Background: an optimization exercise with open tools, aiming at small area and a short achievable clock period. Do not read the settings as production practice.
At most, simulation tests tie the RTL to the original design; equivalence was not proved.
For run 2, only the layout was checked, not whether the RTL still works.

==> flow/design.v, too long to show whole: its modules and the start of the top module <==
// module pp_init_stage: 41 lines
// module am_fa: 11 lines
// module csa_row_stage: 1363 lines
// module cpa_stage: 1177 lines
// module am_mult_top: 49 lines
module am_mult_top
(
  input  logic                      clk,
  input  logic                      arst_n,
  input  logic [am_pkg::OP_W-1:0]   a,
  input  logic [am_pkg::OP_W-1:0]   b,
  output logic [am_pkg::PROD_W-1:0] product
);
  // ...
==> flow/flow/run.sh <==
#!/bin/bash
set -euo pipefail
echo 'export BUFFER_PORTS_ARGS = -buffer_cell sky130_fd_sc_hd__buf_2' >> config.mk
echo 'export SETUP_SLACK_MARGIN = 6.3' >> config.mk
bash standard.sh > standard.log 2>&1
==> flow/standard.sh <==
#!/bin/bash
# synth_recipe.tcl (not shown) runs the flow's synth.tcl, then flattens the netlist and writes it again
# the make line also repeats each setting of config.mk as NAME=value (left out here)
make -C /OpenROAD-flow-scripts/flow DESIGN_CONFIG=/design/flow/config.mk WORK_HOME=/design/flow/orfs CLKGATE_MAP_FILE= SYNTH_SCRIPT=/design/flow/synth_recipe.tcl "${@:-finish}"
==> flow/config.mk <==
export PLATFORM = sky130hd
export DESIGN_NAME = am_mult_top
export DESIGN_NICKNAME = am_mult_top
export VERILOG_FILES = /design/flow/design.v
export SDC_FILE = /design/flow/constraint.sdc
export NUM_CORES = 4
export LEC_CHECK = 0
export CAP_MARGIN = 50
export CORE_MARGIN = 2
export CORE_UTILIZATION = 65
export CTS_BUF_LIST = sky130_fd_sc_hd__clkbuf_8 sky130_fd_sc_hd__clkbuf_4
export SLEW_MARGIN = 70
export SYNTH_HIERARCHICAL = 1
export SYNTH_MINIMUM_KEEP_SIZE = 0
export BUFFER_PORTS_ARGS = -buffer_cell sky130_fd_sc_hd__buf_2
export SETUP_SLACK_MARGIN = 6.3
==> flow/constraint.sdc <==
create_clock -name core_clock -period 9.5 [get_ports {clk}]
set_input_delay 1.9000 -clock core_clock [delete_from_list [all_inputs] [get_ports {clk}]]
set_output_delay 1.9000 -clock core_clock [all_outputs]
set_load 0.01 [all_outputs]
==> impl_metrics.csv, run 1 <==
group,metric,value,unit
run_status,status,"no timing/DRC/antenna violations",
timing,fin_crit,3.38,ns
synth,synth_top_family_by_area,"adder cells",
layout,mostFrequentLayoutCells,"371 x dfxtp_1, 315 x xnor2_1, 252 x fa_1, 230 x a22oi_1, 97 x buf_2",
global_route,grt_max_degree,54,
timing,hold_viol,0,
layout,largest_register_ffs,174,
global_route,track_usage,33.3,%
drt,drt_iter0_drc,1486,
synth,synthTopCellsByArea,"dfxtp_1 31%, fa_1 22%, xnor2_1 11%",
critical_path,worst_path_most_repeated_cell,"fa_1",
timing,rsz0062_at_grt,"yes",
layout,reg_top3,"tree_i.cs_q: 174 flops, ops_i.a_r: 72 flops, ops_i.b_r: 72 flops",
critical_path,crit_start,"tree_i.cs_q[18]",
layout,seqCellArea,8910,µm²
layout,final_common_cell,"dfxtp_1",
layout,drive_gt1_share,23.2,%
drt,dr.pass1.iters,6,
clock_tree,clock_sinks,431,
global_route,grt_pass1_vias,17500,
critical_path,path_buf_inv,1,
synth,avgSynthCellArea,12.1,µm²
layout,top_register,"tree_i.cs_q",
clock_tree,cts_resized,86,
timing,fin_ws,6.12,ns
synth,synth_edf_count,0,
floorplan,start_util,65.5,%
synth,synth-simple-area-share,5.09,%
critical_path,cp-start-kind,"register",
placement,dp_hpwl,39600,µm
clock_tree,cts_root_buf,"clkbuf_8",
placement,placed_area,24700,µm²
floorplan,pin_count,98,
layout,clock_area_share,6.02,%
critical_path,cp_slowest_cell,"fa_1",
drt,drt-total-wl,64200,µm
==> run 2: changes to the inputs <==
--- a/flow/design.v
+++ b/flow/design.v
@@ -1590,467 +1590,16 @@
   logic us159;
   logic uc160;
   logic us161;
   logic uc162;
   logic us163;
   logic uc164;
   logic us165;
   logic uc166;
-  logic [am_pkg::PROD_W-1:0] p, g, cy, sum;
-  logic pg167;
-  logic pp168;
-  logic pg169;
-  logic pp170;
-  logic pg171;
-  logic pp172;
-  logic pg173;
-  logic pp174;
-  logic pg175;
-  logic pp176;
-  logic pg177;
-  logic pp178;
-  logic pg179;
-  logic pp180;
-  logic pg181;
-  logic pp182;
-  logic pg183;
-  logic pp184;
-  logic pg185;
-  logic pp186;
-  logic pg187;
-  logic pp188;
-  logic pg189;
-  logic pp190;
-  logic pg191;
-  logic pp192;
-  logic pg193;
-  logic pp194;
-  logic pg195;
-  logic pp196;
-  logic pg197;
-  logic pp198;
-  logic pg199;
-  logic pp200;
-  logic pg201;
-  logic pp202;
-  logic pg203;
-  logic pp204;
-  logic pg205;
-  logic pp206;
-  logic pg207;
-  logic pp208;
-  logic pg209;
-  logic pp210;
-  logic pg211;
-  logic pp212;
-  logic pg213;
-  logic pp214;
-  logic pg215;
-  logic pp216;
-  logic pg217;
-  logic pp218;
-  logic pg219;
-  logic pp220;
-  logic pg221;
-  logic pp222;
-  logic pg223;
-  logic pp224;
-  logic pg225;
-  logic pp226;
-  logic pg227;
-  logic pp228;
-  logic pg229;
-  logic pp230;
-  logic pg231;
-  logic pp232;
-  logic pg233;
-  logic pp234;
-  logic pg235;
-  logic pp236;
-  logic pg237;
-  logic pp238;
-  logic pg239;
-  logic pp240;
-  logic pg241;
-  logic pp242;
-  logic pg243;
-  logic pp244;
-  logic pg245;
-  logic pp246;
-  logic pg247;
-  logic pp248;
-  logic pg249;
-  logic pp250;
-  logic pg251;
-  logic pp252;
-  logic pg253;
-  logic pp254;
-  logic pg255;
-  logic pp256;
-  logic pg257;
-  logic pp258;
-  logic pg259;
-  logic pp260;
-  logic pg261;
-  logic pp262;
-  logic pg263;
-  logic pp264;
-  logic pg265;
-  logic pp266;
-  logic pg267;
-  logic pp268;
-  logic pg269;
-  logic pp270;
-  logic pg271;
-  logic pp272;
-  logic pg273;
-  logic pp274;
-  logic pg275;
-  logic pp276;
-  logic pg277;
-  logic pp278;
-  logic pg279;
-  logic pp280;
-  logic pg281;
-  logic pp282;
-  logic pg283;
-  logic pp284;
-  logic pg285;
-  logic pp286;
-  logic pg287;
-  logic pp288;
-  logic pg289;
-  logic pp290;
-  logic pg291;
-  logic pp292;
-  logic pg293;
-  logic pp294;
-  logic pg295;
-  logic pp296;
-  logic pg297;
-  logic pp298;
-  logic pg299;
-  logic pp300;
-  logic pg301;
-  logic pp302;
-  logic pg303;
-  logic pp304;
-  logic pg305;
-  logic pp306;
-  logic pg307;
-  logic pp308;
-  logic pg309;
-  logic pp310;
-  logic pg311;
-  logic pp312;
-  logic pg313;
-  logic pp314;
-  logic pg315;
-  logic pp316;
-  logic pg317;
-  logic pp318;
-  logic pg319;
-  logic pp320;
-  logic pg321;
-  logic pp322;
-  logic pg323;
-  logic pp324;
-  logic pg325;
-  logic pp326;
-  logic pg327;
-  logic pp328;
-  logic pg329;
-  logic pp330;
-  logic pg331;
-  logic pp332;
-  logic pg333;
-  logic pp334;
-  logic pg335;
-  logic pp336;
-  logic pg337;
-  logic pp338;
-  logic pg339;
-  logic pp340;
-  logic pg341;
-  logic pp342;
-  logic pg343;
-  logic pp344;
-  logic pg345;
-  logic pp346;
-  logic pg347;
-  logic pp348;
-  logic pg349;
-  logic pp350;
-  logic pg351;
-  logic pp352;
-  logic pg353;
-  logic pp354;
-  logic pg355;
-  logic pp356;
-  logic pg357;
-  logic pp358;
-  logic pg359;
-  logic pp360;
-  logic pg361;
-  logic pp362;
-  logic pg363;
-  logic pp364;
-  logic pg365;
-  logic pp366;
-  logic pg367;
-  logic pp368;
-  logic pg369;
-  logic pp370;
-  logic pg371;
-  logic pp372;
-  logic pg373;
-  logic pp374;
-  logic pg375;
-  logic pp376;
-  logic pg377;
-  logic pp378;
-  logic pg379;
-  logic pp380;
-  logic pg381;
-  logic pp382;
-  logic pg383;
-  logic pp384;
-  logic pg385;
-  logic pp386;
-  logic pg387;
-  logic pp388;
-  logic pg389;
-  logic pp390;
-  logic pg391;
-  logic pp392;
-  logic pg393;
-  logic pp394;
-  logic pg395;
-  logic pp396;
-  logic pg397;
-  logic pp398;
-  logic pg399;
-  logic pp400;
-  logic pg401;
-  logic pp402;
-  logic pg403;
-  logic pp404;
-  logic pg405;
-  logic pp406;
-  logic pg407;
-  logic pp408;
-  logic pg409;
-  logic pp410;
-  logic pg411;
-  logic pp412;
-  logic pg413;
-  logic pp414;
-  logic pg415;
-  logic pp416;
-  logic pg417;
-  logic pp418;
-  logic pg419;
-  logic pp420;
-  logic pg421;
-  logic pp422;
-  logic pg423;
-  logic pp424;
-  logic pg425;
-  logic pp426;
-  logic pg427;
-  logic pp428;
-  logic pg429;
-  logic pp430;
-  logic pg431;
-  logic pp432;
-  logic pg433;
-  logic pp434;
-  logic pg435;
-  logic pp436;
-  logic pg437;
-  logic pp438;
-  logic pg439;
-  logic pp440;
-  logic pg441;
-  logic pp442;
-  logic pg443;
-  logic pp444;
-  logic pg445;
-  logic pp446;
-  logic pg447;
-  logic pp448;
-  logic pg449;
-  logic pp450;
-  logic pg451;
-  logic pp452;
-  logic pg453;
-  logic pp454;
-  logic pg455;
-  logic pp456;
-  logic pg457;
-  logic pp458;
-  logic pg459;
-  logic pp460;
-  logic pg461;
-  logic pp462;
-  logic pg463;
-  logic pp464;
-  logic pg465;
-  logic pp466;
-  logic pg467;
-  logic pp468;
-  logic pg469;
-  logic pp470;
-  logic pg471;
-  logic pp472;
-  logic pg473;
-  logic pp474;
-  logic pg475;
-  logic pp476;
-  logic pg477;
-  logic pp478;
-  logic pg479;
-  logic pp480;
-  logic pg481;
-  logic pp482;
-  logic pg483;
-  logic pp484;
-  logic pg485;
-  logic pp486;
-  logic pg487;
-  logic pp488;
-  logic pg489;
-  logic pp490;
-  logic pg491;
-  logic pp492;
-  logic pg493;
-  logic pp494;
-  logic pg495;
-  logic pp496;
-  logic pg497;
-  logic pp498;
-  logic pg499;
-  logic pp500;
-  logic pg501;
-  logic pp502;
-  logic pg503;
-  logic pp504;
-  logic pg505;
-  logic pp506;
-  logic pg507;
-  logic pp508;
-  logic pg509;
-  logic pp510;
-  logic pg511;
-  logic pp512;
-  logic pg513;
-  logic pp514;
-  logic pg515;
-  logic pp516;
-  logic pg517;
-  logic pp518;
-  logic pg519;
-  logic pp520;
-  logic pg521;
-  logic pp522;
-  logic pg523;
-  logic pp524;
-  logic pg525;
-  logic pp526;
-  logic pg527;
-  logic pp528;
-  logic pg529;
-  logic pp530;
-  logic pg531;
-  logic pp532;
-  logic pg533;
-  logic pp534;
-  logic pg535;
-  logic pp536;
-  logic pg537;
-  logic pp538;
-  logic pg539;
-  logic pp540;
-  logic pg541;
-  logic pp542;
-  logic pg543;
-  logic pp544;
-  logic pg545;
-  logic pp546;
-  logic pg547;
-  logic pp548;
-  logic pg549;
-  logic pp550;
-  logic pg551;
-  logic pp552;
-  logic pg553;
-  logic pp554;
-  logic pg555;
-  logic pp556;
-  logic pg557;
-  logic pp558;
-  logic pg559;
-  logic pp560;
-  logic pg561;
-  logic pp562;
-  logic pg563;
-  logic pp564;
-  logic pg565;
-  logic pp566;
-  logic pg567;
-  logic pp568;
-  logic pg569;
-  logic pp570;
-  logic pg571;
-  logic pp572;
-  logic pg573;
-  logic pp574;
-  logic pg575;
-  logic pp576;
-  logic pg577;
-  logic pp578;
-  logic pg579;
-  logic pp580;
-  logic pg581;
-  logic pp582;
-  logic pg583;
-  logic pp584;
-  logic pg585;
-  logic pp586;
-  logic pg587;
-  logic pp588;
-  logic pg589;
-  logic pp590;
-  logic pg591;
-  logic pp592;
-  logic pg593;
-  logic pp594;
-  logic pg595;
-  logic pp596;
-  logic pg597;
-  logic pp598;
-  logic pg599;
-  logic pp600;
-  logic pg601;
-  logic pp602;
-  logic pg603;
-  logic pp604;
-  logic pg605;
-  logic pp606;
-  logic pg607;
-  logic pp608;
-  logic pg609;
-  logic pp610;
-  logic pg611;
-  logic pp612;
-  logic pg613;
-  logic pp614;
-  logic pg615;
-  logic pp616;
   assign uh1 = cs[10] ^ cs[11];
   assign ug2 = cs[10] & cs[11];
   am_fa fa_us3 (.x(cs[13]), .y(cs[14]), .z(cs[15]), .s(us3), .c(uc4));
   am_fa fa_us5 (.x(cs[17]), .y(cs[18]), .z(cs[19]), .s(us5), .c(uc6));
   am_fa fa_us7 (.x(cs[21]), .y(cs[22]), .z(cs[23]), .s(us7), .c(uc8));
   am_fa fa_us9 (.x(cs[25]), .y(cs[26]), .z(cs[27]), .s(us9), .c(uc10));
   am_fa fa_us11 (.x(cs[29]), .y(cs[30]), .z(cs[31]), .s(us11), .c(uc12));
   am_fa fa_us13 (.x(cs[33]), .y(cs[34]), .z(cs[35]), .s(us13), .c(uc14));
@@ -2129,475 +1678,21 @@
   am_fa fa_us155 (.x(cs[152]), .y(uc70), .z(us71), .s(us155), .c(uc156));
   am_fa fa_us157 (.x(cs[156]), .y(uc72), .z(us73), .s(us157), .c(uc158));
   am_fa fa_us159 (.x(cs[160]), .y(uc74), .z(us75), .s(us159), .c(uc160));
   am_fa fa_us161 (.x(cs[164]), .y(uc76), .z(us77), .s(us161), .c(uc162));
   am_fa fa_us163 (.x(cs[168]), .y(uc78), .z(us79), .s(us163), .c(uc164));
   am_fa fa_us165 (.x(cs[169]), .y(cs[170]), .z(uc80), .s(us165), .c(uc166));
   assign x = {cs[172], cs[171], uc164, uc162, uc160, uc158, uc156, uc154, uc152, uc150, uc148, uc146, uc144, uc142, uc140, uc138, uc136, uc134, uc132, uc130, uc128, uc126, uc124, uc122, uc120, uc118, uc116, uc114, uc112, uc110, uc108, uc106, uc104, uc102, uc100, uc98, uc96, uc94, uc92, uc90, uc88, uc86, ug84, ug82, cs[6], cs[3], cs[2], cs[0]};
   assign y = {cs[173], uc166, us165, us163, us161, us159, us157, us155, us153, us151, us149, us147, us145, us143, us141, us139, us137, us135, us133, us131, us129, us127, us125, us123, us121, us119, us117, us115, us113, us111, us109, us107, us105, us103, us101, us99, us97, us95, us93, us91, us89, us87, us85, uh83, uh81, 1'b0, 1'b0, cs[1]};
-  assign p = x ^ y;
-  assign g = x & y;
-  assign pg167 = g[1] | (p[1] & g[0]);
-  assign pp168 = p[1] & p[0];
-  assign pg169 = g[2] | (p[2] & g[1]);
-  assign pp170 = p[2] & p[1];
-  assign pg171 = g[3] | (p[3] & g[2]);
-  assign pp172 = p[3] & p[2];
-  assign pg173 = g[4] | (p[4] & g[3]);
-  assign pp174 = p[4] & p[3];
-  assign pg175 = g[5] | (p[5] & g[4]);
-  assign pp176 = p[5] & p[4];
-  assign pg177 = g[6] | (p[6] & g[5]);
-  assign pp178 = p[6] & p[5];
-  assign pg179 = g[7] | (p[7] & g[6]);
-  assign pp180 = p[7] & p[6];
-  assign pg181 = g[8] | (p[8] & g[7]);
-  assign pp182 = p[8] & p[7];
-  assign pg183 = g[9] | (p[9] & g[8]);
-  assign pp184 = p[9] & p[8];
-  assign pg185 = g[10] | (p[10] & g[9]);
-  assign pp186 = p[10] & p[9];
-  assign pg187 = g[11] | (p[11] & g[10]);
-  assign pp188 = p[11] & p[10];
-  assign pg189 = g[12] | (p[12] & g[11]);
-  assign pp190 = p[12] & p[11];
-  assign pg191 = g[13] | (p[13] & g[12]);
-  assign pp192 = p[13] & p[12];
-  assign pg193 = g[14] | (p[14] & g[13]);
-  assign pp194 = p[14] & p[13];
-  assign pg195 = g[15] | (p[15] & g[14]);
-  assign pp196 = p[15] & p[14];
-  assign pg197 = g[16] | (p[16] & g[15]);
-  assign pp198 = p[16] & p[15];
-  assign pg199 = g[17] | (p[17] & g[16]);
-  assign pp200 = p[17] & p[16];
-  assign pg201 = g[18] | (p[18] & g[17]);
-  assign pp202 = p[18] & p[17];
-  assign pg203 = g[19] | (p[19] & g[18]);
-  assign pp204 = p[19] & p[18];
-  assign pg205 = g[20] | (p[20] & g[19]);
-  assign pp206 = p[20] & p[19];
-  assign pg207 = g[21] | (p[21] & g[20]);
-  assign pp208 = p[21] & p[20];
-  assign pg209 = g[22] | (p[22] & g[21]);
-  assign pp210 = p[22] & p[21];
-  assign pg211 = g[23] | (p[23] & g[22]);
-  assign pp212 = p[23] & p[22];
-  assign pg213 = g[24] | (p[24] & g[23]);
-  assign pp214 = p[24] & p[23];
-  assign pg215 = g[25] | (p[25] & g[24]);
-  assign pp216 = p[25] & p[24];
-  assign pg217 = g[26] | (p[26] & g[25]);
-  assign pp218 = p[26] & p[25];
-  assign pg219 = g[27] | (p[27] & g[26]);
-  assign pp220 = p[27] & p[26];
-  assign pg221 = g[28] | (p[28] & g[27]);
-  assign pp222 = p[28] & p[27];
-  assign pg223 = g[29] | (p[29] & g[28]);
-  assign pp224 = p[29] & p[28];
-  assign pg225 = g[30] | (p[30] & g[29]);
-  assign pp226 = p[30] & p[29];
-  assign pg227 = g[31] | (p[31] & g[30]);
-  assign pp228 = p[31] & p[30];
-  assign pg229 = g[32] | (p[32] & g[31]);
-  assign pp230 = p[32] & p[31];
-  assign pg231 = g[33] | (p[33] & g[32]);
-  assign pp232 = p[33] & p[32];
-  assign pg233 = g[34] | (p[34] & g[33]);
-  assign pp234 = p[34] & p[33];
-  assign pg235 = g[35] | (p[35] & g[34]);
-  assign pp236 = p[35] & p[34];
-  assign pg237 = g[36] | (p[36] & g[35]);
-  assign pp238 = p[36] & p[35];
-  assign pg239 = g[37] | (p[37] & g[36]);
-  assign pp240 = p[37] & p[36];
-  assign pg241 = g[38] | (p[38] & g[37]);
-  assign pp242 = p[38] & p[37];
-  assign pg243 = g[39] | (p[39] & g[38]);
-  assign pp244 = p[39] & p[38];
-  assign pg245 = g[40] | (p[40] & g[39]);
-  assign pp246 = p[40] & p[39];
-  assign pg247 = g[41] | (p[41] & g[40]);
-  assign pp248 = p[41] & p[40];
-  assign pg249 = g[42] | (p[42] & g[41]);
-  assign pp250 = p[42] & p[41];
-  assign pg251 = g[43] | (p[43] & g[42]);
-  assign pp252 = p[43] & p[42];
-  assign pg253 = g[44] | (p[44] & g[43]);
-  assign pp254 = p[44] & p[43];
-  assign pg255 = g[45] | (p[45] & g[44]);
-  assign pp256 = p[45] & p[44];
-  assign pg257 = g[46] | (p[46] & g[45]);
-  assign pp258 = p[46] & p[45];
-  assign pg259 = g[47] | (p[47] & g[46]);
-  assign pp260 = p[47] & p[46];
-  assign pg261 = pg169 | (pp170 & g[0]);
-  assign pp262 = pp170 & p[0];
-  assign pg263 = pg171 | (pp172 & pg167);
-  assign pp264 = pp172 & pp168;
-  assign pg265 = pg173 | (pp174 & pg169);
-  assign pp266 = pp174 & pp170;
-  assign pg267 = pg175 | (pp176 & pg171);
-  assign pp268 = pp176 & pp172;
-  assign pg269 = pg177 | (pp178 & pg173);
-  assign pp270 = pp178 & pp174;
-  assign pg271 = pg179 | (pp180 & pg175);
-  assign pp272 = pp180 & pp176;
-  assign pg273 = pg181 | (pp182 & pg177);
-  assign pp274 = pp182 & pp178;
-  assign pg275 = pg183 | (pp184 & pg179);
-  assign pp276 = pp184 & pp180;
-  assign pg277 = pg185 | (pp186 & pg181);
-  assign pp278 = pp186 & pp182;
-  assign pg279 = pg187 | (pp188 & pg183);
-  assign pp280 = pp188 & pp184;
-  assign pg281 = pg189 | (pp190 & pg185);
-  assign pp282 = pp190 & pp186;
-  assign pg283 = pg191 | (pp192 & pg187);
-  assign pp284 = pp192 & pp188;
-  assign pg285 = pg193 | (pp194 & pg189);
-  assign pp286 = pp194 & pp190;
-  assign pg287 = pg195 | (pp196 & pg191);
-  assign pp288 = pp196 & pp192;
-  assign pg289 = pg197 | (pp198 & pg193);
-  assign pp290 = pp198 & pp194;
-  assign pg291 = pg199 | (pp200 & pg195);
-  assign pp292 = pp200 & pp196;
-  assign pg293 = pg201 | (pp202 & pg197);
-  assign pp294 = pp202 & pp198;
-  assign pg295 = pg203 | (pp204 & pg199);
-  assign pp296 = pp204 & pp200;
-  assign pg297 = pg205 | (pp206 & pg201);
-  assign pp298 = pp206 & pp202;
-  assign pg299 = pg207 | (pp208 & pg203);
-  assign pp300 = pp208 & pp204;
-  assign pg301 = pg209 | (pp210 & pg205);
-  assign pp302 = pp210 & pp206;
-  assign pg303 = pg211 | (pp212 & pg207);
-  assign pp304 = pp212 & pp208;
-  assign pg305 = pg213 | (pp214 & pg209);
-  assign pp306 = pp214 & pp210;
-  assign pg307 = pg215 | (pp216 & pg211);
-  assign pp308 = pp216 & pp212;
-  assign pg309 = pg217 | (pp218 & pg213);
-  assign pp310 = pp218 & pp214;
-  assign pg311 = pg219 | (pp220 & pg215);
-  assign pp312 = pp220 & pp216;
-  assign pg313 = pg221 | (pp222 & pg217);
-  assign pp314 = pp222 & pp218;
-  assign pg315 = pg223 | (pp224 & pg219);
-  assign pp316 = pp224 & pp220;
-  assign pg317 = pg225 | (pp226 & pg221);
-  assign pp318 = pp226 & pp222;
-  assign pg319 = pg227 | (pp228 & pg223);
-  assign pp320 = pp228 & pp224;
-  assign pg321 = pg229 | (pp230 & pg225);
-  assign pp322 = pp230 & pp226;
-  assign pg323 = pg231 | (pp232 & pg227);
-  assign pp324 = pp232 & pp228;
-  assign pg325 = pg233 | (pp234 & pg229);
-  assign pp326 = pp234 & pp230;
-  assign pg327 = pg235 | (pp236 & pg231);
-  assign pp328 = pp236 & pp232;
-  assign pg329 = pg237 | (pp238 & pg233);
-  assign pp330 = pp238 & pp234;
-  assign pg331 = pg239 | (pp240 & pg235);
-  assign pp332 = pp240 & pp236;
-  assign pg333 = pg241 | (pp242 & pg237);
-  assign pp334 = pp242 & pp238;
-  assign pg335 = pg243 | (pp244 & pg239);
-  assign pp336 = pp244 & pp240;
-  assign pg337 = pg245 | (pp246 & pg241);
-  assign pp338 = pp246 & pp242;
-  assign pg339 = pg247 | (pp248 & pg243);
-  assign pp340 = pp248 & pp244;
-  assign pg341 = pg249 | (pp250 & pg245);
-  assign pp342 = pp250 & pp246;
-  assign pg343 = pg251 | (pp252 & pg247);
-  assign pp344 = pp252 & pp248;
-  assign pg345 = pg253 | (pp254 & pg249);
-  assign pp346 = pp254 & pp250;
-  assign pg347 = pg255 | (pp256 & pg251);
-  assign pp348 = pp256 & pp252;
-  assign pg349 = pg257 | (pp258 & pg253);
-  assign pp350 = pp258 & pp254;
-  assign pg351 = pg259 | (pp260 & pg255);
-  assign pp352 = pp260 & pp256;
-  assign pg353 = pg265 | (pp266 & g[0]);
-  assign pp354 = pp266 & p[0];
-  assign pg355 = pg267 | (pp268 & pg167);
-  assign pp356 = pp268 & pp168;
-  assign pg357 = pg269 | (pp270 & pg261);
-  assign pp358 = pp270 & pp262;
-  assign pg359 = pg271 | (pp272 & pg263);
-  assign pp360 = pp272 & pp264;
-  assign pg361 = pg273 | (pp274 & pg265);
-  assign pp362 = pp274 & pp266;
-  assign pg363 = pg275 | (pp276 & pg267);
-  assign pp364 = pp276 & pp268;
-  assign pg365 = pg277 | (pp278 & pg269);
-  assign pp366 = pp278 & pp270;
-  assign pg367 = pg279 | (pp280 & pg271);
-  assign pp368 = pp280 & pp272;
-  assign pg369 = pg281 | (pp282 & pg273);
-  assign pp370 = pp282 & pp274;
-  assign pg371 = pg283 | (pp284 & pg275);
-  assign pp372 = pp284 & pp276;
-  assign pg373 = pg285 | (pp286 & pg277);
-  assign pp374 = pp286 & pp278;
-  assign pg375 = pg287 | (pp288 & pg279);
-  assign pp376 = pp288 & pp280;
-  assign pg377 = pg289 | (pp290 & pg281);
-  assign pp378 = pp290 & pp282;
-  assign pg379 = pg291 | (pp292 & pg283);
-  assign pp380 = pp292 & pp284;
-  assign pg381 = pg293 | (pp294 & pg285);
-  assign pp382 = pp294 & pp286;
-  assign pg383 = pg295 | (pp296 & pg287);
-  assign pp384 = pp296 & pp288;
-  assign pg385 = pg297 | (pp298 & pg289);
-  assign pp386 = pp298 & pp290;
-  assign pg387 = pg299 | (pp300 & pg291);
-  assign pp388 = pp300 & pp292;
-  assign pg389 = pg301 | (pp302 & pg293);
-  assign pp390 = pp302 & pp294;
-  assign pg391 = pg303 | (pp304 & pg295);
-  assign pp392 = pp304 & pp296;
-  assign pg393 = pg305 | (pp306 & pg297);
-  assign pp394 = pp306 & pp298;
-  assign pg395 = pg307 | (pp308 & pg299);
-  assign pp396 = pp308 & pp300;
-  assign pg397 = pg309 | (pp310 & pg301);
-  assign pp398 = pp310 & pp302;
-  assign pg399 = pg311 | (pp312 & pg303);
-  assign pp400 = pp312 & pp304;
-  assign pg401 = pg313 | (pp314 & pg305);
-  assign pp402 = pp314 & pp306;
-  assign pg403 = pg315 | (pp316 & pg307);
-  assign pp404 = pp316 & pp308;
-  assign pg405 = pg317 | (pp318 & pg309);
-  assign pp406 = pp318 & pp310;
-  assign pg407 = pg319 | (pp320 & pg311);
-  assign pp408 = pp320 & pp312;
-  assign pg409 = pg321 | (pp322 & pg313);
-  assign pp410 = pp322 & pp314;
-  assign pg411 = pg323 | (pp324 & pg315);
-  assign pp412 = pp324 & pp316;
-  assign pg413 = pg325 | (pp326 & pg317);
-  assign pp414 = pp326 & pp318;
-  assign pg415 = pg327 | (pp328 & pg319);
-  assign pp416 = pp328 & pp320;
-  assign pg417 = pg329 | (pp330 & pg321);
-  assign pp418 = pp330 & pp322;
-  assign pg419 = pg331 | (pp332 & pg323);
-  assign pp420 = pp332 & pp324;
-  assign pg421 = pg333 | (pp334 & pg325);
-  assign pp422 = pp334 & pp326;
-  assign pg423 = pg335 | (pp336 & pg327);
-  assign pp424 = pp336 & pp328;
-  assign pg425 = pg337 | (pp338 & pg329);
-  assign pp426 = pp338 & pp330;
-  assign pg427 = pg339 | (pp340 & pg331);
-  assign pp428 = pp340 & pp332;
-  assign pg429 = pg341 | (pp342 & pg333);
-  assign pp430 = pp342 & pp334;
-  assign pg431 = pg343 | (pp344 & pg335);
-  assign pp432 = pp344 & pp336;
-  assign pg433 = pg345 | (pp346 & pg337);
-  assign pp434 = pp346 & pp338;
-  assign pg435 = pg347 | (pp348 & pg339);
-  assign pp436 = pp348 & pp340;
-  assign pg437 = pg349 | (pp350 & pg341);
-  assign pp438 = pp350 & pp342;
-  assign pg439 = pg351 | (pp352 & pg343);
-  assign pp440 = pp352 & pp344;
-  assign pg441 = pg361 | (pp362 & g[0]);
-  assign pp442 = pp362 & p[0];
-  assign pg443 = pg363 | (pp364 & pg167);
-  assign pp444 = pp364 & pp168;
-  assign pg445 = pg365 | (pp366 & pg261);
-  assign pp446 = pp366 & pp262;
-  assign pg447 = pg367 | (pp368 & pg263);
-  assign pp448 = pp368 & pp264;
-  assign pg449 = pg369 | (pp370 & pg353);
-  assign pp450 = pp370 & pp354;
-  assign pg451 = pg371 | (pp372 & pg355);
-  assign pp452 = pp372 & pp356;
-  assign pg453 = pg373 | (pp374 & pg357);
-  assign pp454 = pp374 & pp358;
-  assign pg455 = pg375 | (pp376 & pg359);
-  assign pp456 = pp376 & pp360;
-  assign pg457 = pg377 | (pp378 & pg361);
-  assign pp458 = pp378 & pp362;
-  assign pg459 = pg379 | (pp380 & pg363);
-  assign pp460 = pp380 & pp364;
-  assign pg461 = pg381 | (pp382 & pg365);
-  assign pp462 = pp382 & pp366;
-  assign pg463 = pg383 | (pp384 & pg367);
-  assign pp464 = pp384 & pp368;
-  assign pg465 = pg385 | (pp386 & pg369);
-  assign pp466 = pp386 & pp370;
-  assign pg467 = pg387 | (pp388 & pg371);
-  assign pp468 = pp388 & pp372;
-  assign pg469 = pg389 | (pp390 & pg373);
-  assign pp470 = pp390 & pp374;
-  assign pg471 = pg391 | (pp392 & pg375);
-  assign pp472 = pp392 & pp376;
-  assign pg473 = pg393 | (pp394 & pg377);
-  assign pp474 = pp394 & pp378;
-  assign pg475 = pg395 | (pp396 & pg379);
-  assign pp476 = pp396 & pp380;
-  assign pg477 = pg397 | (pp398 & pg381);
-  assign pp478 = pp398 & pp382;
-  assign pg479 = pg399 | (pp400 & pg383);
-  assign pp480 = pp400 & pp384;
-  assign pg481 = pg401 | (pp402 & pg385);
-  assign pp482 = pp402 & pp386;
-  assign pg483 = pg403 | (pp404 & pg387);
-  assign pp484 = pp404 & pp388;
-  assign pg485 = pg405 | (pp406 & pg389);
-  assign pp486 = pp406 & pp390;
-  assign pg487 = pg407 | (pp408 & pg391);
-  assign pp488 = pp408 & pp392;
-  assign pg489 = pg409 | (pp410 & pg393);
-  assign pp490 = pp410 & pp394;
-  assign pg491 = pg411 | (pp412 & pg395);
-  assign pp492 = pp412 & pp396;
-  assign pg493 = pg413 | (pp414 & pg397);
-  assign pp494 = pp414 & pp398;
-  assign pg495 = pg415 | (pp416 & pg399);
-  assign pp496 = pp416 & pp400;
-  assign pg497 = pg417 | (pp418 & pg401);
-  assign pp498 = pp418 & pp402;
-  assign pg499 = pg419 | (pp420 & pg403);
-  assign pp500 = pp420 & pp404;
-  assign pg501 = pg421 | (pp422 & pg405);
-  assign pp502 = pp422 & pp406;
-  assign pg503 = pg423 | (pp424 & pg407);
-  assign pp504 = pp424 & pp408;
-  assign pg505 = pg425 | (pp426 & pg409);
-  assign pp506 = pp426 & pp410;
-  assign pg507 = pg427 | (pp428 & pg411);
-  assign pp508 = pp428 & pp412;
-  assign pg509 = pg429 | (pp430 & pg413);
-  assign pp510 = pp430 & pp414;
-  assign pg511 = pg431 | (pp432 & pg415);
-  assign pp512 = pp432 & pp416;
-  assign pg513 = pg433 | (pp434 & pg417);
-  assign pp514 = pp434 & pp418;
-  assign pg515 = pg435 | (pp436 & pg419);
-  assign pp516 = pp436 & pp420;
-  assign pg517 = pg437 | (pp438 & pg421);
-  assign pp518 = pp438 & pp422;
-  assign pg519 = pg439 | (pp440 & pg423);
-  assign pp520 = pp440 & pp424;
-  assign pg521 = pg457 | (pp458 & g[0]);
-  assign pp522 = pp458 & p[0];
-  assign pg523 = pg459 | (pp460 & pg167);
-  assign pp524 = pp460 & pp168;
-  assign pg525 = pg461 | (pp462 & pg261);
-  assign pp526 = pp462 & pp262;
-  assign pg527 = pg463 | (pp464 & pg263);
-  assign pp528 = pp464 & pp264;
-  assign pg529 = pg465 | (pp466 & pg353);
-  assign pp530 = pp466 & pp354;
-  assign pg531 = pg467 | (pp468 & pg355);
-  assign pp532 = pp468 & pp356;
-  assign pg533 = pg469 | (pp470 & pg357);
-  assign pp534 = pp470 & pp358;
-  assign pg535 = pg471 | (pp472 & pg359);
-  assign pp536 = pp472 & pp360;
-  assign pg537 = pg473 | (pp474 & pg441);
-  assign pp538 = pp474 & pp442;
-  assign pg539 = pg475 | (pp476 & pg443);
-  assign pp540 = pp476 & pp444;
-  assign pg541 = pg477 | (pp478 & pg445);
-  assign pp542 = pp478 & pp446;
-  assign pg543 = pg479 | (pp480 & pg447);
-  assign pp544 = pp480 & pp448;
-  assign pg545 = pg481 | (pp482 & pg449);
-  assign pp546 = pp482 & pp450;
-  assign pg547 = pg483 | (pp484 & pg451);
-  assign pp548 = pp484 & pp452;
-  assign pg549 = pg485 | (pp486 & pg453);
-  assign pp550 = pp486 & pp454;
-  assign pg551 = pg487 | (pp488 & pg455);
-  assign pp552 = pp488 & pp456;
-  assign pg553 = pg489 | (pp490 & pg457);
-  assign pp554 = pp490 & pp458;
-  assign pg555 = pg491 | (pp492 & pg459);
-  assign pp556 = pp492 & pp460;
-  assign pg557 = pg493 | (pp494 & pg461);
-  assign pp558 = pp494 & pp462;
-  assign pg559 = pg495 | (pp496 & pg463);
-  assign pp560 = pp496 & pp464;
-  assign pg561 = pg497 | (pp498 & pg465);
-  assign pp562 = pp498 & pp466;
-  assign pg563 = pg499 | (pp500 & pg467);
-  assign pp564 = pp500 & pp468;
-  assign pg565 = pg501 | (pp502 & pg469);
-  assign pp566 = pp502 & pp470;
-  assign pg567 = pg503 | (pp504 & pg471);
-  assign pp568 = pp504 & pp472;
-  assign pg569 = pg505 | (pp506 & pg473);
-  assign pp570 = pp506 & pp474;
-  assign pg571 = pg507 | (pp508 & pg475);
-  assign pp572 = pp508 & pp476;
-  assign pg573 = pg509 | (pp510 & pg477);
-  assign pp574 = pp510 & pp478;
-  assign pg575 = pg511 | (pp512 & pg479);
-  assign pp576 = pp512 & pp480;
-  assign pg577 = pg513 | (pp514 & pg481);
-  assign pp578 = pp514 & pp482;
-  assign pg579 = pg515 | (pp516 & pg483);
-  assign pp580 = pp516 & pp484;
-  assign pg581 = pg517 | (pp518 & pg485);
-  assign pp582 = pp518 & pp486;
-  assign pg583 = pg519 | (pp520 & pg487);
-  assign pp584 = pp520 & pp488;
-  assign pg585 = pg553 | (pp554 & g[0]);
-  assign pp586 = pp554 & p[0];
-  assign pg587 = pg555 | (pp556 & pg167);
-  assign pp588 = pp556 & pp168;
-  assign pg589 = pg557 | (pp558 & pg261);
-  assign pp590 = pp558 & pp262;
-  assign pg591 = pg559 | (pp560 & pg263);
-  assign pp592 = pp560 & pp264;
-  assign pg593 = pg561 | (pp562 & pg353);
-  assign pp594 = pp562 & pp354;
-  assign pg595 = pg563 | (pp564 & pg355);
-  assign pp596 = pp564 & pp356;
-  assign pg597 = pg565 | (pp566 & pg357);
-  assign pp598 = pp566 & pp358;
-  assign pg599 = pg567 | (pp568 & pg359);
-  assign pp600 = pp568 & pp360;
-  assign pg601 = pg569 | (pp570 & pg441);
-  assign pp602 = pp570 & pp442;
-  assign pg603 = pg571 | (pp572 & pg443);
-  assign pp604 = pp572 & pp444;
-  assign pg605 = pg573 | (pp574 & pg445);
-  assign pp606 = pp574 & pp446;
-  assign pg607 = pg575 | (pp576 & pg447);
-  assign pp608 = pp576 & pp448;
-  assign pg609 = pg577 | (pp578 & pg449);
-  assign pp610 = pp578 & pp450;
-  assign pg611 = pg579 | (pp580 & pg451);
-  assign pp612 = pp580 & pp452;
-  assign pg613 = pg581 | (pp582 & pg453);
-  assign pp614 = pp582 & pp454;
-  assign pg615 = pg583 | (pp584 & pg455);
-  assign pp616 = pp584 & pp456;
-  assign cy = {pg615, pg613, pg611, pg609, pg607, pg605, pg603, pg601, pg599, pg597, pg595, pg593, pg591, pg589, pg587, pg585, pg551, pg549, pg547, pg545, pg543, pg541, pg539, pg537, pg535, pg533, pg531, pg529, pg527, pg525, pg523, pg521, pg455, pg453, pg451, pg449, pg447, pg445, pg443, pg441, pg359, pg357, pg355, pg353, pg263, pg261, pg167, g[0]};
-  assign sum = p ^ {cy[am_pkg::PROD_W-2:0], 1'b0};
   always_ff @(posedge clk or negedge arst_n) begin
     if (!arst_n) begin
       product <= '0;
     end else begin
-      product <= valid ? sum : '0;
+      product <= valid ? (x + y) : '0;
     end
   end
 endmodule
 module am_mult_top
 (
   input  logic                      clk,
   input  logic                      arst_n,
   input  logic [am_pkg::OP_W-1:0]   a,
==> flow/flow/run.sh (replaced) <==
#!/bin/bash
set -euo pipefail
echo 'export BUFFER_PORTS_ARGS = -buffer_cell sky130_fd_sc_hd__buf_2' >> config.mk
bash standard.sh > standard.log 2>&1
==> flow/config.mk (replaced) <==
export PLATFORM = sky130hd
export DESIGN_NAME = am_mult_top
export DESIGN_NICKNAME = am_mult_top
export VERILOG_FILES = /design/flow/design.v
export SDC_FILE = /design/flow/constraint.sdc
export NUM_CORES = 4
export LEC_CHECK = 0
export CAP_MARGIN = 20
export CORE_MARGIN = 2
export CORE_UTILIZATION = 40
export SLEW_MARGIN = 20
export SYNTH_HIERARCHICAL = 1
export SYNTH_MINIMUM_KEEP_SIZE = 0
export BUFFER_PORTS_ARGS = -buffer_cell sky130_fd_sc_hd__buf_2
==> run 2 against run 1 <==
Compared with the run above:
- clock skew down 0.028 ns
- synthesized cell count up 0.44%
- via count down 2.5%
- flip-flop and latch count unchanged
- routed wire length up 3.4%
- first-iteration DRC count up 7.1%
- design area down 2.8%
- area after synthesis up 0.26%
- core utilization down 29 points
- die area up 62%
- worst hold slack about the same
- non-clock buffer count down 23
- critical path type unchanged
==> impl_metrics.csv, run 2 <==
group,metric,value,unit
layout,final_nets,2450,
global_route,grt_pass1_vias,17000,
synth,synth_compound_area_share,14.0,%
timing,fin_crit,3.74,ns
floorplan,pin_count,98,
global_route,antenna_found_initial,3,
timing,fin_crit_sh,39.3,%
global_route,grt_pass1_wl,102000,µm
placement,gp_congestion,0.869,
critical_path,cp-end-kind,"register",
synth,synthCells,2040,
layout,seqCellArea,8900,µm²
synth,synth_cell_types,74,
floorplan,die_h,252,µm
clock_tree,cts_root_buf,"clkbuf_16",
drt,viasPerCell,5.56,
layout,reg_top3,"tree_i.cs_q: 174 flops, ops_i.a_r: 72 flops, ops_i.b_r: 72 flops",
critical_path,critPathMaxFanout,6,
critical_path,cp-start-kind,"register",
layout,final_common_cell,"dfxtp_1",
timing,rsz0062_at_grt,"no",
floorplan,design.core.area,60600,µm²
timing,finClkSkew,0.0142,ns
clock_tree,clockBufferDepth,3,
synth,synth_top_area_cell,"dfxtp_1",
placement,dp_hpwl,41600,µm
synth,synth-simple-area-share,5.40,%
clock_tree,clkLatencyLatePin,0.59,ns
critical_path,required,9.95,ns
critical_path,worstSetupPathType,"register to register",
clock_tree,h-tree-depth,2,
layout,top_register,"tree_i.cs_q",
synth,synthTopCellsByArea,"dfxtp_1 31%, fa_1 22%, xnor2_1 11%",
timing,finalSetupViolCount,0,
timing,hold_viol,0,
critical_path,arrival,4.18,ns
layout,largest_register_ffs,174,
timing,setup_tns,0,ns
synth,synthAdderAreaFrac,25.0,%
synth,synth_top_family_by_area,"adder cells",
synth,synthTopCellsByCount,"378 x dfxtp_1, 317 x xnor2_1, 265 x fa_1, 230 x a22oi_1, 84 x nand2_1",
synth,synthArstFlopShare,12.3,%
run_status,status,"no timing/DRC/antenna violations",
clock_tree,cts_buffers,47,
layout,drive_gt1_share,14.8,%
drt,drt-total-wl,66400,µm
drt,drt_iter0_drc,1592,
placement,portBuffers,97,
synth,synth-main-ff-cell,"dfxtp_1",
synth,avgSynthCellArea,12.0,µm²
timing,tightest_slew,0.884,ns
floorplan,start_util,40.5,%
timing,fmax,0.268,GHz
layout,mostFrequentLayoutCells,"376 x dfxtp_1, 317 x xnor2_1, 265 x fa_1, 230 x a22oi_1, 97 x buf_2",
layout,syn2layout_area_growth,8.22,%
drt,wire_per_inst,23.0,µm
synth,syn-num-nets,2422,
global_route,grt-ovfl-total,0,
clock_tree,cts.clk_slew.worst_paths,0.07,ns
layout,nFillCells,5646,
drt,drc,0,
floorplan,dieArea,63400,µm²
timing,slew_viol_final,0,
clock_tree,cts_setup_buffers,0,
drt,dr.pass1.iters,6,
global_route,track_usage,21.0,%
hold_path,min_path_type,"register to register",
synth,synthMuxAreaShare,0.336,%
synth,synthXorXnorAreaFrac,12.3,%
clock_tree,cts_tree,"yes",
floorplan,rows,90,
drt,num_vias,16000,
timing,whs,0.320,ns
synth,synth_most_common_cell,"dfxtp_1",
synth,synth.yosys.seq_area_share,36.2,%
clock_tree,clock_sinks,431,
clock_tree,cts_resized,0,
floorplan,fp.dieW,252,µm
timing,slew_headroom,41.0,%
synth,yosys_warnings,10,
layout,multiInputGateArea,14000,µm²
layout,n_antenna_cell,0,
clock_tree,hold_buffers,0,
run,cap_violations,0,
synth,syn_area,24600,µm²
drt,ant_nets,0,
global_route,grt_max_degree,54,
synth,synth-seq-cells,431,
synth,synth.top_cell.area_share,30.8,%
synth,synth_edf_count,0,
-- run 2: cell count changes after synthesis, sizes merged, moves of 4 or more --
cell / previous run / this run
nor2: 59 / 65
nand2b: 15 / 20
nor3: 15 / 19
nand2: 88 / 84
a211oi: 2 / 6
nand4: 15 / 19
o21a: 12 / 6
or3: 7 / 1
nand3: 6 / 11
inv: 34 / 29
a21o: 12 / 18
buf: 146 / 155
-- run 2: kinds of logic after synthesis --
family | after synthesis
AOI/OAI and AO/OA | 446
xor gates and xnor gates | 344
other | 1
DFF | 431
and+or+nand+nor | 269
muxes | 8
adders and majority gates | 332
buffers and inverters | 209
-- run 2: layout make-up --
| type | count | share of cell area (%) |
|---|---|---|
| Clock buffer | 59 | 5.14 |
| Clock inverter | 25 | 1.00 |
| Inverter | 29 | 0.410 |
| Multi-Input combinational cell | 1400 | 52.7 |
| Sequential cell | 431 | 33.5 |
| Tap cell | 782 | 3.68 |
| Timing Repair Buffer | 159 | 3.58 |
-- run 2: per-module statistics from Yosys (local to each module, per instance) --
module         cell area, µm²  copies in the design
am_fa                    20.0                   265
am_mult_top               129                     1
cpa_stage                4340                     1
csa_row_stage           10400                     1
pp_init_stage            4400                     1
-- run 2: per-stage QoR --
stage,std cells,util [%],setup slack [ns],instance area (µm²)
2_1_floorplan,2040,-,6.32,24600
3_3_place_gp,2801,41.2,5.80,24900
3_5_place_dp,2801,41.2,5.79,24900
4_1_cts,2885,43.9,5.77,26600
5_1_grt,2885,43.9,5.61,26600
6_report,2885,43.9,5.76,26600
-- run 2: path summary, 6_finish.rpt --
check / slack [ns] / end / cells after the start / start
min in group asynchronous: 1.43 / cpa_i.product[0] / 2 / arst_n
worst max-delay path: 5.76 / cpa_i.product[35] / 11 / tree_i.cs_q[38]
worst min register to register: 0.32 / ops_i.a_q[1] / 0 / ops_i.a_r[49]
worst min-delay path: 0.32 / ops_i.a_q[1] / 0 / ops_i.a_r[49]
worst max register to register: 5.76 / cpa_i.product[35] / 11 / tree_i.cs_q[38]
max in group asynchronous: 7.61 / cpa_i.product[39] / 2 / arst_n
-- run 2: layer usage --
layer / up-vias / global-route usage (%) / wire length (µm)
li1: 6994 / - / -
met1: 8024 / 28.4 / 28300
met2: 834 / 32.6 / 29600
met3: 172 / 5.49 / 6430
met4: 4 / 6.97 / 1990
met5: - / 0 / 26
-- run 2: critical path, cell delays in order, from the launching register on --
cell	delay (ns)
dfxtp_1	0.32
fa_1	0.56
fa_1	0.43
ha_1	0.38
a21oi_1	0.31
o21ai_1	0.15
a21oi_1	0.23
o221ai_1	0.19
a21oi_2	0.35
o21bai_1	0.20
mux2_1	0.35
o311ai_1	0.13

port drivers added, routing unchanged:
Ports are ideal in the flow. The routed layouts listed here were re-timed in OpenROAD.
Step 1 (the two cells are an assumption about what drives the block):
set clk [get_ports {clk}]
set_driving_cell -lib_cell sky130_fd_sc_hd__clkbuf_16 $clk
set_driving_cell -lib_cell sky130_fd_sc_hd__buf_2 [delete_from_list [all_inputs] $clk]
Step 2, shift: input delay + t, output delay - t, t = (earliest + latest rising clock arrival at the registers) / 2. This alone moves slack from input paths to output paths.
Slacks: ideal ports / drivers / drivers and shift; pairs: ideal ports / drivers.
| run | t (ns) | setup slack, ns | hold WS [ns] | latest minus earliest clock arrival (ns) | worst slew at a driven data input, ns |
|---|---|---|---|---|---|
| run 1 | 0.682 | 6.121 / 6.121 / 6.121 | 0.321 / 0.321 / 0.321 | 0.042 / 0.042 | 0.05 |
| run 2 | 0.643 | 5.765 / 5.765 / 5.765 | 0.320 / 0.320 / 0.320 | 0.018 / 0.018 | 0.03 |
After both steps setup and hold are still met in every run listed.
